What follows belongs to an exercise in optimizing a design on an open flow for small area, a short achievable clock period and few clock cycles; a production flow would make more cautious choices. No run shown here included a check of the RTL's function; only the layout flow was run. Power is estimated from default activity; no workload was simulated.

### flow/run.sh
#!/bin/bash
# synth_recipe.tcl (not shown) runs the flow's synth.tcl, then flattens the netlist and writes it again
# the make line also repeats each setting of config.mk as NAME=value (left out here)
make -C /OpenROAD-flow-scripts/flow DESIGN_CONFIG=/design/flow/config.mk WORK_HOME=/design/flow/orfs CLKGATE_MAP_FILE= SYNTH_SCRIPT=/design/flow/synth_recipe.tcl finish
### flow/design.v
package dpc_pkg;
	localparam int PIX_W  = 8;
	localparam int DIM_W  = 9;
	localparam int CNT_W  = 17;
	localparam int SUM_W  = 24;
	localparam int CFG_IW = 3;
	localparam int CFG_DW = 17;
endpackage
module dark_pixel_centroid (
	input  logic        clk,
	input  logic        arst_n,
	input  logic        cfg_valid,
	output logic        cfg_ready,
	input  logic [2:0]  cfg_index,
	input  logic [16:0] cfg_data,
	input  logic        s_tvalid,
	output logic        s_tready,
	input  logic [7:0]  s_tdata,
	input  logic        s_tlast,
	output logic        m_tvalid,
	input  logic        m_tready,
	output logic [39:0] m_tdata,
	output logic        m_tuser
);
	logic [8:0]  cfg_w, cfg_xs, cfg_xe, cfg_ys, cfg_ye;
	logic [7:0]  cfg_thr;
	logic [16:0] cfg_min, cfg_max;
	assign cfg_ready = 1'b1;
	always_ff @(posedge clk or negedge arst_n) begin
		if (!arst_n) begin
			cfg_w   <= 9'd96;
			cfg_thr <= 8'd85;
			cfg_xs  <= 9'd10;
			cfg_xe  <= 9'd86;
			cfg_ys  <= 9'd10;
			cfg_ye  <= 9'd86;
			cfg_min <= 17'd180;
			cfg_max <= 17'd3176;
		end else if (cfg_valid) begin
			case (cfg_index)
				3'd0: cfg_w   <= cfg_data[8:0];
				3'd1: cfg_thr <= cfg_data[7:0];
				3'd2: cfg_xs  <= cfg_data[8:0];
				3'd3: cfg_xe  <= cfg_data[8:0];
				3'd4: cfg_ys  <= cfg_data[8:0];
				3'd5: cfg_ye  <= cfg_data[8:0];
				3'd6: cfg_min <= cfg_data;
				3'd7: cfg_max <= cfg_data;
				default: ;
			endcase
		end
	end
	logic rdy_q, v0_q, div_q, vld_q;
	logic l0_q, w0_q;
	logic clr;
	logic [7:0]  col_q, row_q;    
	logic        fs_q;            
	logic        xs_q, xe_q;      
	logic        ys_q, ye_q;      
	logic [16:0] cnt_q;           
	logic        nz_q, min_q, max_q;   
	logic [25:0] x_q;             
	logic [23:0] y_q;             
	logic        cx_q, cy_q;      
	logic        found_q, nf_q;
	assign clr = !rdy_q && !v0_q && !div_q && !vld_q;
	logic       in_win, wrap, inc, eq_min, eq_max;
	logic       xs_d, xe_d, ys_d, ye_d;
	logic [8:0] col_inc, row_inc;
	logic [8:0] sx_lo, sy_lo;
	logic [16:0] sx_hi, sy_hi;
	assign col_inc = {1'b0, col_q} + 9'd1;
	assign row_inc = {1'b0, row_q} + 9'd1;
	assign wrap    = (col_inc == cfg_w) || (cfg_w == 9'd0) || (cfg_w[8] && col_inc[8]);
	assign in_win  = w0_q;
	assign inc     = in_win && (cnt_q != 17'h1ffff);
	assign eq_min  = cnt_q == cfg_min;
	assign eq_max  = cnt_q == cfg_max;
	assign sx_lo = {1'b0, x_q[7:0]} + {1'b0, col_q & {8{in_win}}};
	assign sy_lo = {1'b0, y_q[7:0]} + {1'b0, row_q & {8{in_win}}};
	assign sx_hi = {1'b0, x_q[23:8]} + {16'd0, cx_q};
	assign sy_hi = {1'b0, y_q[23:8]} + {16'd0, cy_q};
	logic [17:0] trial;
	logic [18:0] diff;
	logic        fits, swap, fin, found;
	assign trial = x_q[25:8];
	assign diff  = {1'b0, trial} - {2'b0, cnt_q};
	assign fits  = !diff[18];
	assign swap  = div_q && (col_q == 8'd10);
	assign fin   = div_q && (col_q == 8'd20);
	assign found = nz_q && (min_q || eq_min) && !max_q;
	always_comb begin
		xs_d = xs_q;
		xe_d = xe_q;
		ys_d = ys_q;
		ye_d = ye_q;
		if (clr || (v0_q && l0_q) || (fs_q && !v0_q)) begin
			xs_d = cfg_xs == 9'd0;
			xe_d = cfg_xe == 9'd0;
			ys_d = cfg_ys == 9'd0;
			ye_d = cfg_ye == 9'd0;
		end else if (v0_q) begin
			if (wrap) begin
				xs_d = cfg_xs == 9'd0;
				xe_d = cfg_xe == 9'd0;
				if (row_q != 8'hff) begin
					if (row_inc == cfg_ys) ys_d = 1'b1;
					if (row_inc == cfg_ye) ye_d = 1'b1;
				end
			end else begin
				if (col_inc == cfg_xs) xs_d = 1'b1;
				if (col_inc == cfg_xe) xe_d = 1'b1;
			end
		end
	end
	always_ff @(posedge clk or negedge arst_n) begin
		if (!arst_n) begin
			rdy_q <= 1'b0;
			v0_q  <= 1'b0;
			div_q <= 1'b0;
			vld_q <= 1'b0;
		end else begin
			v0_q <= s_tvalid && rdy_q;
			if (clr)                       rdy_q <= 1'b1;
			else if (s_tvalid && s_tlast)  rdy_q <= 1'b0;
			if (v0_q && l0_q)  div_q <= 1'b1;
			else if (fin)      div_q <= 1'b0;
			if (fin)           vld_q <= 1'b1;
			else if (m_tready) vld_q <= 1'b0;
		end
	end
	always_ff @(posedge clk) begin
		l0_q    <= s_tlast;
		w0_q    <= s_tvalid && rdy_q && (s_tdata < cfg_thr) && xs_d && !xe_d && ys_d && !ye_d;
		found_q <= found;
		nf_q    <= !found;
		xs_q <= xs_d;
		xe_q <= xe_d;
		ys_q <= ys_d;
		ye_q <= ye_d;
		if (clr || (v0_q && l0_q)) fs_q <= 1'b1;
		else if (v0_q)             fs_q <= 1'b0;
		if (clr || (v0_q && l0_q)) begin
			col_q <= '0;
			row_q <= '0;
		end else if (div_q) begin
			col_q <= col_q + 8'd1;
		end else if (v0_q) begin
			if (wrap) begin
				col_q <= '0;
				if (row_q != 8'hff) row_q <= row_inc[7:0];
			end else begin
				col_q <= col_inc[7:0];
			end
		end
		if (clr) begin
			cnt_q <= '0;
			nz_q  <= 1'b0;
			min_q <= 1'b0;
			max_q <= 1'b0;
		end else if (fin) begin
			if (!found_q) cnt_q <= '0;
		end else if (inc) begin
			cnt_q <= cnt_q + 17'd1;
			nz_q  <= 1'b1;
			if (eq_min) min_q <= 1'b1;
			if (eq_max) max_q <= 1'b1;
		end
		cx_q <= sx_lo[8];
		cy_q <= sy_lo[8];
		if (clr) begin
			x_q  <= '0;
			y_q  <= '0;
			cx_q <= 1'b0;
			cy_q <= 1'b0;
		end else if (swap) begin
			x_q <= {2'b0, y_q};
			y_q <= {y_q[23:9], x_q[8:0]};
		end else if (fin) begin
			x_q[7:0] <= x_q[7:0] | {8{x_q[8] || !found_q}};
			y_q[7:0] <= y_q[7:0] | {8{y_q[8] || !found_q}};
		end else begin
			y_q <= sy_hi[16] ? 24'hffffff : {sy_hi[15:0], sy_lo[7:0]};
			if (div_q && col_q != 8'd0) x_q <= {fits ? diff[16:0] : trial[16:0], x_q[7:0], fits};
			else x_q <= {2'b0, sx_hi[16] ? 24'hffffff : {sx_hi[15:0], sx_lo[7:0]}};
		end
	end
	assign s_tready = rdy_q;
	assign m_tvalid = vld_q;
	assign m_tuser  = found_q;
	assign m_tdata  = {5'b0, cnt_q, nf_q, x_q[7:0], nf_q, y_q[7:0]};
endmodule
### flow/config.mk
export PLATFORM = sky130hd
export DESIGN_NAME = dark_pixel_centroid
export DESIGN_NICKNAME = dark_pixel_centroid
export VERILOG_FILES = /design/flow/design.v
export SDC_FILE = /design/flow/constraint.sdc
export NUM_CORES = 4
export LEC_CHECK = 0
export CAP_MARGIN = 20
export CORE_MARGIN = 2
export CORE_UTILIZATION = 40
export SETUP_SLACK_MARGIN = 3.0
export SLEW_MARGIN = 20
### flow/constraint.sdc
create_clock -name core_clock -period 5.0 [get_ports {clk}]
set_input_delay 1.0000 -clock core_clock [delete_from_list [all_inputs] [get_ports {clk}]]
set_output_delay 1.0000 -clock core_clock [all_outputs]
set_load 0.01 [all_outputs]
==> results of run 1 <==
how the worst min path moves through the flow:
stage | depth (start not counted) | endpoint | slack (ns) | start
5_1_grt | 1 | col_q[4] | 0.52 | col_q[4]
2_1_floorplan | 2 | max_q | 0.43 | max_q
4_1_cts | 2 | nz_q | 0.48 | nz_q
3_3_place_gp | 2 | nz_q | 0.45 | nz_q
3_5_place_dp | 2 | max_q | 0.46 | max_q
6_report | 1 | col_q[4] | 0.50 | col_q[4]
through the flow:
stage | worst slack, ns | area (um2) | std cells | utilization | total power, W
floorplan | 2.20 | 12200 | 1267 | - | 0.00477
global placement | 1.65 | 12900 | 1662 | 0.455 | 0.00550
detailed placement | 1.61 | 12900 | 1662 | 0.455 | 0.00556
CTS | 2.29 | 15500 | 1851 | 0.545 | 0.00784
global route | 2.15 | 16400 | 1896 | 0.577 | 0.00896
finish | 2.20 | 16400 | 1896 | 0.577 | 0.00846
what timing repair did:
| item | 4_1_cts | 5_1_grt |
|---|---|---|
| gates resized for setup | 383 | 142 |
| cloned | 3 | 0 |
| pin swaps | 73 | 92 |
| setup endpoints to repair | 217 | 129 |
| buffers inserted | 154 | 45 |
| hold endpoints to repair | 0 | 0 |
cell families (layout without fill, tap and decap cells):
group / after synthesis / in the layout / synth area share
mux: 96 / 96 / 0.0926
flops: 188 / 188 / 0.370
fa+ha+maj: 54 / 54 / 0.0607
compound gates: 290 / 290 / 0.161
buf+inv: 123 / 366 / 0.0462
xor+xnor: 132 / 132 / 0.104
other cells: 2 / 6 / 0.000653
simple gates: 378 / 380 / 0.164
flip-flops by register name, indices dropped and copies added, names as in the netlist, 8 cells and up:
| signal | flops |
|---|---|
| x_q | 26 |
| y_q | 24 |
| cfg_max | 17 |
| cfg_min | 17 |
| cnt_q | 17 |
| cfg_w | 9 |
| cfg_xe | 9 |
| cfg_xs | 9 |
| cfg_ye | 9 |
| cfg_ys | 9 |
| cfg_thr | 8 |
| col_q | 8 |
| row_q | 8 |
layout make-up:
type                       instances  area share
clock buffer                      18      0.0267
clock inverter                    14      0.0105
inverter                          53      0.0133
multi-input combinational        958       0.496
sequential                       188       0.270
tap                              384      0.0293
timing repair buffer             281       0.154
cell usage in the layout (no fill, tap or decap), types with 14 or more instances in the layout:
master,Yosys,layout
a21oi_1,61,34
clkdlybuf4s50_1,0,28
buf_6,0,70
a21oi_2,1,24
a21o_1,14,14
o21ai_0,89,63
buf_4,16,144
nand4_1,15,15
nand3_2,0,17
dfxtp_4,0,43
nand2_1,86,74
mux2_4,0,27
buf_2,8,21
nor3_1,26,17
o21ai_1,2,18
mux2_2,82,56
inv_1,53,42
nand3_1,55,35
ha_4,0,17
clkbuf_16,0,17
nor2_1,87,74
xnor2_1,81,74
xor2_1,48,46
dfrtp_1,64,61
a31oi_1,33,30
ha_1,51,33
dfxtp_1,97,43
dfstp_2,27,27
metal layers:
| metal | routed length (um) | vias to the layer above |
|---|---|---|
| met5 | 0 | - |
| li1 | - | 5004 |
| met1 | 16200 | 5147 |
| met3 | 1340 | 57 |
| met2 | 17700 | 253 |
| met4 | 690 | 0 |
critical path, stage by stage (launching register included):
cell	delay, ns
dfxtp_2	0.33
inv_2	0.09
ha_4	0.14
fa_2	0.23
nor2b_4	0.05
o31a_1	0.25
o31a_1	0.33
buf_4	0.14
a31o_4	0.22
a21oi_4	0.21
buf_4	0.15
buf_6	0.09
nand2_4	0.10
a311oi_2	0.27
o21ai_1	0.09
where the power goes:
| group | internal (W) | switching (W) |
|---|---|---|
| clock network | 0.000693 | 0.000723 |
| logic | 0.00232 | 0.00229 |
| registers | 0.00197 | 0.000465 |
| total | 0.00499 | 0.00348 |
==> results.json, run 1 <==
{
  "ff_latch_area_mm2": 0.00443,
  "synth_area_mm2": 0.0115,
  "final_antenna_net_count": 0,
  "via_count": 10500,
  "finalCritPeriodShare": 0.560,
  "crit_end": "x_q[16]",
  "ys_top_cells_by_area": "dfxtp_1 (17%), dfrtp_1 (14%), mux2_2 (8.0%)",
  "worstMarginPinSlew_ns": 1.08,
  "fillers": 2418,
  "multiInputGateArea_mm2": 0.00815,
  "use_met3": 0.0311,
  "yosysMostFrequentCell": "dfxtp_1",
  "met2_usage": 0.379,
  "core_area_mm2": 0.0285,
  "worstPathArrival_ns": 3.13,
  "met1_usage": 0.310,
  "grt_max_degree": 67,
  "r2r_setup_slack_ns": 2.20,
  "clock_skew_ns": 0.0185,
  "grt_pass1_vias": 10100,
  "h-tree-depth": 4,
  "clock.fmax_mhz": 357,
  "synth.avg_cell_area_um2": 9.10,
  "cts.reportedPaths.clkPinSlew_ns": 0.08,
  "synth-async-reset-ratio": 0.484,
  "wl_mm": 35.9,
  "maxSlewViolCount": 0,
  "min_path_type": "reg -> reg",
  "numCtsBuffers": 17,
  "hold_viol": 0,
  "worstPathRequired_ns": 5.33,
  "timing.setup.tns_ns": 0,
  "setup_viol": 0,
  "netlist.area_leader.share": 0.169,
  "grt_remaining_overflow": 0,
  "tritoncts": "yes",
  "status": "timing/DRC/antenna clean",
  "final_nets": 1587,
  "synthTopCellsByCount": "dfxtp_1 (97), o21ai_0 (89), nor2_1 (87)",
  "die_x_um": 174,
  "synth_edf_count": 0,
  "critPathMaxFanout": 6,
  "fin_crit_ns": 2.80,
  "grt_use_total": 0.228,
  "rsz0062_at_grt": "true",
  "synth_top_cell_by_area": "dfxtp_1",
  "start_util": 0.404,
  "wl_per_cell_um": 18.9,
  "path_class": "reg -> reg",
  "power_density_mw_per_mm2": 515,
  "ir_drop_uv": 320,
  "slew_headroom": 0.278,
  "grt_antenna_before_repair": 0,
  "grt_pass1_wl_mm": 54.9,
  "cap_violations": 0,
  "ys.flop_type": "dfxtp_1",
  "post_drt_via_cell_ratio": 5.52,
  "clock-sinks": 188,
  "crit_start": "x_q[8]",
  "fp.dieH_um": 174,
  "endpoint_kind": "flip-flop",
  "cts-hold-fix-buffers": 0,
  "dieArea_mm2": 0.0301,
  "ys_seq_elements": 188,
  "r2r_cells": 14,
  "drtIter0Drc": 743,
  "holdWs_ns": 0.503,
  "clkLatencyLatePin_ns": 0.44,
  "clk_path_buf_depth": 2,
  "numPortBuffers": 71,
  "row_count": 62,
  "ys_warn_count": 1,
  "leakage_nw": 6.70,
  "top_usage_layer": "met2",
  "io_pins": 78,
  "clockRootBuffer": "clkbuf_16",
  "area_growth_syn_to_layout_pct": 42.8,
  "yosysSeqAreaShare": 0.370,
  "drt-pass1-iter-count": 5,
  "hpwlAfterDp_mm": 22.5,
  "drc_errors": 0,
  "synth_cells": 1263,
  "rr_startpoint": "x_q[8]",
  "routabilityCongestion": 0.899,
  "ys_types": 76,
  "reg2reg_to": "x_q[16]",
  "antenna_cells": 0,
  "startpoint_type": "flip-flop",
  "drive_gt1_frac": 0.438
}
==> run 2: changes to the inputs <==
--- a/flow/config.mk
+++ b/flow/config.mk
@@ -8,5 +8,5 @@
 export CAP_MARGIN = 20
 export CORE_MARGIN = 2
 export CORE_UTILIZATION = 40
-export SETUP_SLACK_MARGIN = 3.0
+export SETUP_SLACK_MARGIN = 3.3
 export SLEW_MARGIN = 20
==> run 2 against run 1 <==
Effect of this change: still clean on timing, DRC and antenna; fmax up 2.1%; final area is 1.9% higher; die area stayed put; synthesized cell count unchanged.
==> results.json, run 2 <==
{
  "endpoint_kind": "flip-flop",
  "fp.dieH_um": 174,
  "synth.avg_cell_area_um2": 9.10,
  "grt_pass1_wl_mm": 56.5,
  "final_cell_area_mm2": 0.0167,
  "drtIter0Drc": 793,
  "multiInputGateArea_mm2": 0.00838,
  "grt_use_total": 0.235,
  "numCtsBuffers": 17,
  "h-tree-depth": 4,
  "via_count": 10700,
  "antenna_cells": 0,
  "slew_headroom": 0.452,
  "setup_viol": 0,
  "ff_latch_area_mm2": 0.00443,
  "finalCritPeriodShare": 0.549,
  "worstPathRequired_ns": 5.34,
  "grt_pass1_vias": 10400,
  "status": "timing/DRC/antenna clean",
  "clk_path_buf_depth": 2,
  "synthMuxAreaShare": 0.0926,
  "clkLatencyLatePin_ns": 0.44,
  "synth_xor_area_frac": 0.104,
  "yosysSeqAreaShare": 0.370,
  "clock_skew_ns": 0.0184,
  "clock.fmax_mhz": 364,
  "core_area_mm2": 0.0285,
  "min_path_type": "reg -> reg",
  "area_growth_syn_to_layout_pct": 45.5,
  "path_class": "reg -> reg",
  "power_density_mw_per_mm2": 518,
  "rsz0062_at_grt": "true",
  "ys_warn_count": 1,
  "fillers": 2336,
  "start_util": 0.404,
  "largest_register_ffs": 26,
  "wl_mm": 36.7,
  "clock-sinks": 188,
  "ys_top_cells_by_area": "dfxtp_1 (17%), dfrtp_1 (14%), mux2_2 (8.0%)",
  "synth_compound_area_frac": 0.161,
  "synth_edf_count": 0,
  "final_antenna_net_count": 0,
  "io_pins": 78,
  "drt-pass1-iter-count": 5,
  "dieArea_mm2": 0.0301,
  "regMostFlops": "x_q",
  "grt_remaining_overflow": 0,
  "drc_errors": 0,
  "ys_seq_elements": 188,
  "timing.setup.tns_ns": 0,
  "synth-simple-area-share": 0.164,
  "wl_per_cell_um": 19.4,
  "grt_max_degree": 59,
  "ys.flop_type": "dfxtp_1",
  "final_cell_mix": "buf_4 (152), buf_6 (77), nand2_1 (75)",
  "row_count": 62,
  "hold_viol": 0,
  "cap_violations": 0,
  "hpwlAfterDp_mm": 22.4,
  "post_drt_via_cell_ratio": 5.64,
  "fin_crit_ns": 2.75,
  "final_common_cell": "buf_4",
  "power_w": 0.00867,
  "routabilityCongestion": 0.869,
  "critPathMaxFanout": 4,
  "tritoncts": "yes",
  "worstMarginPinSlew_ns": 0.821,
  "cts.reportedPaths.clkPinSlew_ns": 0.08,
  "worstPathArrival_ns": 3.09,
  "place_area_mm2": 0.0130,
  "final_nets": 1587,
  "numPortBuffers": 71,
  "hold_path_depth": 2,
  "synth_cells": 1263,
  "r2r_cells": 11,
  "synth-async-reset-ratio": 0.484,
  "leakage_nw": 6.79,
  "synth_area_mm2": 0.0115,
  "ys_types": 76,
  "drive_gt1_frac": 0.450,
  "clockRootBuffer": "clkbuf_16",
  "netlist.area_leader.share": 0.169,
  "startpoint_type": "flip-flop",
  "synthTopCellsByCount": "dfxtp_1 (97), o21ai_0 (89), nor2_1 (87)",
  "synth_fa_ha_area_frac": 0.0607,
  "grt_antenna_before_repair": 0,
  "synth_top_cell_by_area": "dfxtp_1",
  "die_x_um": 174,
  "synth_top_family_by_area": "simple AND/OR/NAND/NOR gates",
  "top_regs": "x_q: 26 flops, y_q: 24 flops",
  "ir_drop_uv": 279,
  "maxSlewViolCount": 0,
  "yosysMostFrequentCell": "dfxtp_1"
}
==> run 2: changes by cell type in the layout (fill, tap and decap cells not counted), moves of 5 or more <==
cell | before | now
buf_2 | 21 | 3
buf_4 | 144 | 152
buf_6 | 70 | 77
clkdlybuf4s50_1 | 28 | 22
nand3_1 | 35 | 40
nand3_2 | 17 | 11
o21ai_0 | 63 | 51
o21ai_1 | 18 | 26
o21ai_2 | 8 | 13
xnor2_1 | 74 | 68
==> run 2: stage by stage <==
| stage | setup slack, ns | instances | util | hold WS, ns |
|---|---|---|---|---|
| floorplan | 2.20 | 1267 | - | 0.429 |
| global placement | 1.66 | 1660 | 0.458 | 0.449 |
| detailed placement | 1.61 | 1660 | 0.458 | 0.460 |
| CTS | 2.26 | 1851 | 0.553 | 0.487 |
| global route | 2.15 | 1896 | 0.588 | 0.525 |
| finish | 2.25 | 1896 | 0.588 | 0.494 |
==> run 2: layout make-up <==
| cell class | instances | area share |
|---|---|---|
| multi-input combinational | 961 | 0.501 |
| sequential | 188 | 0.265 |
| timing repair buffer | 278 | 0.156 |
| tap | 384 | 0.0287 |
| clock buffer | 18 | 0.0263 |
| inverter | 53 | 0.0127 |
| clock inverter | 14 | 0.0103 |
==> run 2: kinds of logic (layout without fill, tap and decap cells) <==
kind of cell,Yosys count,after routing
AO/OA/AOI/OAI,290,291
XOR/XNOR,132,132
adder cells (fa/ha/maj),54,54
buffers and inverters,123,363
flip-flops,188,188
multiplexers,96,96
other,2,6
AND/OR/NAND/NOR,378,382
==> run 2: report_power, final <==
part,internal (W),leakage [nW],switching (W)
registers,0.00198,1.88,0.000495
logic,0.00243,4.62,0.00237
clock network,0.000691,0.296,0.000707
total,0.00510,6.79,0.00357
==> run 2: metal layers <==
| metal | vias up | track usage | wire, um |
|---|---|---|---|
| met2 | 337 | 0.387 | 17900 |
| met1 | 5237 | 0.312 | 15900 |
| li1 | 5025 | - | - |
| met5 | - | 0 | 0 |
| met3 | 86 | 0.0412 | 1790 |
| met4 | 0 | 0.0855 | 1120 |
==> run 2: critical path, cell delays in order, from the launching register on <==
cell	delay [ns]
dfxtp_4	0.37
inv_4	0.08
ha_4	0.13
fa_2	0.22
nor2b_4	0.05
o31a_1	0.26
o31a_1	0.28
a311o_1	0.36
a211oi_2	0.20
o21bai_1	0.11
mux2_4	0.32
a2111oi_4	0.27
==> run 2: worst paths after layout <==
kind                       startpoint    endpoint  slack, ns
hold / removal                   nz_q        nz_q       0.49
setup / recovery               x_q[8]     x_q[25]       2.25
max in group asynchronous      arst_n  cfg_max[6]       3.60
setup reg to reg               x_q[8]     x_q[25]       2.25
min in group asynchronous      arst_n        v0_q       0.51
hold reg to reg                  nz_q        nz_q       0.49
==> run 2: repair_timing <==
item | 4_1_cts | 5_1_grt
setup buffers | 150 | 45
endpoints found under the setup margin | 221 | 178
gates resized for setup | 431 | 138
pin swaps | 101 | 89
hold buffers | 0 | 0
gates cloned | 9 | 0

==> port drivers added, routing unchanged <==
In the flow no input, the clock included, has a driving cell. The finished layouts below were timed again as built, in two steps.
Step 1: set_driving_cell puts a clkbuf_16 on clk and a buf_2 on each other input, an assumption about the parent block.
Step 2 times the ports against the registers' clock, not the clock port: input delays grow and output delays shrink by t, the midpoint of the rising clock arrivals with the driver on.
a / b / c = ideal / step 1 / step 2; a / b = the first two.
| run | t (ns) | slack for setup (ns) | pins driven straight from the clock port |
|---|---|---|---|
| run 1 | 0.486 | 2.198 / 2.198 / 2.137 | 1 |
| run 2 | 0.482 | 2.255 / 2.255 / 2.109 | 1 |
After both steps setup and hold are still met in every run listed. For run 2, which loses most, drivers alone change the setup slack by 0.000 ns; drivers and shift together by -0.146 ns.
